This design comes from an exercise in tuning for small area, a short achievable clock period and few clock cycles per item on the open sky130 flow, not from production work.
At most, simulation tests tie the RTL to the original design; equivalence was not proved.
Power figures rest on the tool's default switching activity, not on a simulated workload.

Setup of run A:
// euclidean_integer_divider_top
module euclidean_integer_divider_top #(
   parameter int KS = 2       
) (
   input  wire logic              clock,
   input  wire logic              reset,
   input  wire logic              req_valid,
   output logic                   req_ready,
   input  edv_pkg::req_type       req_data,
   output logic                   rsp_valid,
   input  wire logic              rsp_ready,
   output edv_pkg::rsp_type       rsp_data
);
For scale: about 2400 cells after synthesis, about 190 flip-flops, roughly 100 I/O pins, roughly 15000 um2 of cells after synthesis.
export LEC_CHECK = 0
export CAP_MARGIN = 20
export CORE_MARGIN = 2
export CORE_UTILIZATION = 40
export PLACE_DENSITY = 0.6
export SETUP_SLACK_MARGIN = 2.2
export SLEW_MARGIN = 20
create_clock -name core_clock -period 5.0 [get_ports {clock}]
standard.sh (not shown) runs the stock make flow with config.mk's settings and CLKGATE_MAP_FILE= SYNTH_SCRIPT=/design/flow/synth_recipe.tcl, a recipe that flattens the netlist after the stock synthesis.
==> flow/flow/run.sh <==
#!/bin/bash
# The standard layout (standard.sh), run in three parts, with these
# changes to how the layout is made:
# - synthesis does not extract full/half adders into sky130 fa/ha cells
#   before ABC (ADDER_MAP_FILE empty), so the carry-save and prefix logic
#   maps as gates;
# - ABC maps with flow/abc_speed.script (structural choices, then delay-
#   oriented mapping) instead of ORFS's, from a copy of ORFS's scripts folder
#   that differs only in that file;
# - during placement only, the delay cells (clkdlybuf4s*, dlygate*, dlymetal*)
#   are also don't-use, so the port buffers that placement inserts on every
#   input and output are plain buffers rather than delay cells.
# Registers, names and all other steps are the standard flow's. Each part's
# make output goes to its own log here; ORFS's per-step logs stay under
# orfs/logs.
set -euo pipefail
rm -rf scripts
cp -r "$FLOW_HOME/scripts" scripts
cp flow/abc_speed.script scripts/abc_speed.script
common=(SCRIPTS_DIR="$PWD/scripts" ADDER_MAP_FILE=)
bash standard.sh "${common[@]}" synth floorplan > flow_synth_floorplan.log 2>&1
du=$(make -s -C "$FLOW_HOME" DESIGN_CONFIG="$PWD/config.mk" WORK_HOME="$PWD/orfs" print-DONT_USE_CELLS | sed -n 's/^DONT_USE_CELLS: //p')
dly="sky130_fd_sc_hd__clkdlybuf4s15_1 sky130_fd_sc_hd__clkdlybuf4s15_2 sky130_fd_sc_hd__clkdlybuf4s18_1 sky130_fd_sc_hd__clkdlybuf4s18_2 sky130_fd_sc_hd__clkdlybuf4s25_1 sky130_fd_sc_hd__clkdlybuf4s25_2 sky130_fd_sc_hd__clkdlybuf4s50_1 sky130_fd_sc_hd__clkdlybuf4s50_2 sky130_fd_sc_hd__dlygate4sd1_1 sky130_fd_sc_hd__dlygate4sd2_1 sky130_fd_sc_hd__dlygate4sd3_1 sky130_fd_sc_hd__dlymetal6s2s_1 sky130_fd_sc_hd__dlymetal6s4s_1 sky130_fd_sc_hd__dlymetal6s6s_1"
bash standard.sh "${common[@]}" DONT_USE_CELLS="$du $dly" place > flow_place.log 2>&1
bash standard.sh "${common[@]}" finish > flow_finish.log 2>&1
==> flow/flow/abc_speed.script <==
strash
dch -f
map
topo
buffer -c
upsize -c
dnsize -c
> inputs changed (run A -> run B)
-- flow/design.v --
<<< run A, line 113
   logic [CW-1:0] cnt_q;         
   logic          fst_q;         
   logic [KS-1:0] pdp_q, pdn_q;  
   logic          ofs_q;         
   logic          act_q;         
   logic          pc_q;          
>>> run B, line 113
   logic [CW-1:0] cnt_q;         
   logic          fst_q;         
   logic          act_q;         
   logic          pc_q;          
<<< run A, line 208
      end
   end
   wire signed [KS+1:0] dpv = {2'b00, pdp_q};
   wire signed [KS+1:0] dnv = {2'b00, pdn_q};
   wire signed [KS+1:0] v   = dpv - dnv;
   wire [32:0] s_q  = ofs_q ? 33'd0 : q_q;
   wire [32:0] s_qm = ofs_q ? {33{1'b1}} : qm_q;
   function automatic logic [32:0] otf(input logic signed [KS+1:0] u,
                                       input logic [32:0] sm1, input logic [32:0] s0);
>>> run B, line 206
      end
   end
   wire signed [KS+1:0] dpv = {2'b00, dp};
   wire signed [KS+1:0] dnv = {2'b00, dn};
   wire signed [KS+1:0] v   = dpv - dnv;
   wire [32:0] s_q  = fst_q ? 33'd0 : q_q;
   wire [32:0] s_qm = fst_q ? {33{1'b1}} : qm_q;
   function automatic logic [32:0] otf(input logic signed [KS+1:0] u,
                                       input logic [32:0] sm1, input logic [32:0] s0);
<<< run A, line 229
   wire        k0   = !bz_q && !(wneg ^ bneg_q);
   wire        km   = !bz_q && (wneg ^ bneg_q);
   wire [32:0] qf   = ({33{k0}} & q_n) | ({33{km}} & qm_n);
   wire blk  = act_q && ofs_q && vld_q;
   wire step = act_q && !pc_q && !blk;
   wire take = act_q && ofs_q && !vld_q;
   wire load = req_valid && pv_q && (!act_q || (pc_q && !ofs_q) || blk);
   always_ff @(posedge clock) begin
      if (load) begin
>>> run B, line 227
   wire        k0   = !bz_q && !(wneg ^ bneg_q);
   wire        km   = !bz_q && (wneg ^ bneg_q);
   wire [32:0] qf   = ({33{k0}} & q_q) | ({33{km}} & qm_q);
   wire wait1 = fst_q && vld_q && !rsp_ready;
   wire step  = act_q && !pc_q && !wait1;
   wire load  = req_valid && pv_q && (!act_q || pc_q || wait1);
   wire take  = step && fst_q;
   always_ff @(posedge clock) begin
      if (load) begin
<<< run A, line 257
   end
   always_ff @(posedge clock) begin
      pdp_q <= dp;
      pdn_q <= dn;
      qm_q  <= qm_n;
      ofs_q <= !load && (step ? fst_q : (ofs_q && !pc_q));
   end
   always_ff @(posedge clock) begin
      if (step && !fst_q) begin
         q_q <= q_n;
      end else if (pc_q && !blk) begin
         q_q   <= qf;
         dbz_q <= bz_q;
>>> run B, line 255
   end
   always_ff @(posedge clock) begin
      qm_q <= qm_n;
   end
   always_ff @(posedge clock) begin
      if (step) begin
         q_q <= q_n;
      end else if (pc_q) begin
         q_q   <= qf;
         dbz_q <= bz_q;
<<< run A, line 280
         act_q <= load || (act_q && !pc_q);
         pc_q  <= step && (cnt_q == CW'(1));
         vld_q <= (pc_q && !blk) || (vld_q && !rsp_ready);
      end
   end
>>> run B, line 275
         act_q <= load || (act_q && !pc_q);
         pc_q  <= step && (cnt_q == CW'(1));
         vld_q <= pc_q || (vld_q && !rsp_ready);
      end
   end
### Flow results
- Re final critical-path setup slack: run B and run A aren't equal, and the lower value belongs to run B.
- Run A reports its worst setup path startpoint as wc_q[27] while run B reports ws_q[31].
- Going from run A to run B, the overall power after layout was found to have gone up by 2.9%.
- Run B vs. run A: post-route standard cell area excluding fillers now sits higher, count of standard-cell rows now sits at about the same level, detailed-route via count now sits higher, number of distinct standard cells referenced by the synthesized netlist now sits higher, initial antenna violation count now sits higher.
- [compare] base=run A new=run B: clock buffer count in the final layout shrank by 2; simple-gate area share of the yosys netlist shrank by 4.0 points; total wire length after detailed routing grew by about 0.36%; final cell count without fillers shrank by 85; synthesized-area fraction occupied by ao, oa, aoi and oai cells grew by 4.5 points.
Testbench counts of run B, summed over its fixed seeds: cycles 37,141, items 3,600.
For run A, only the layout was checked, not whether the RTL still works.

==> static timing again, ports no longer ideal <==
In the flow no input, the clock included, has a driving cell. The finished layouts below were timed again as built, in two steps.
Step 1 sets driving cells, clkbuf_16 on the clock port and buf_2 on the other inputs (assumed; they add their load-dependent delay and slew).
Step 2 moves the port delays by t, midway between the first and last clock arrival at a register: inputs arrive t later, outputs are due t later. That takes back most of the time a late clock gives input paths.
Three values: ideal, step 1, step 2; two values: the first two.
| run | t (ns) | setup slack, ns | worst setup path after step 2 | worst slew at a driven data input, ns |
|---|---|---|---|---|
| run A | 0.507 | 2.240 / 2.240 / 1.838 | input to register | 0.05 |
| run B | 0.501 | 2.150 / 2.150 / 1.824 | input to register | 0.04 |
After both steps every run listed still meets setup and hold. For run A, which loses most, drivers alone change the setup slack by 0.000 ns; drivers and shift together by -0.402 ns.
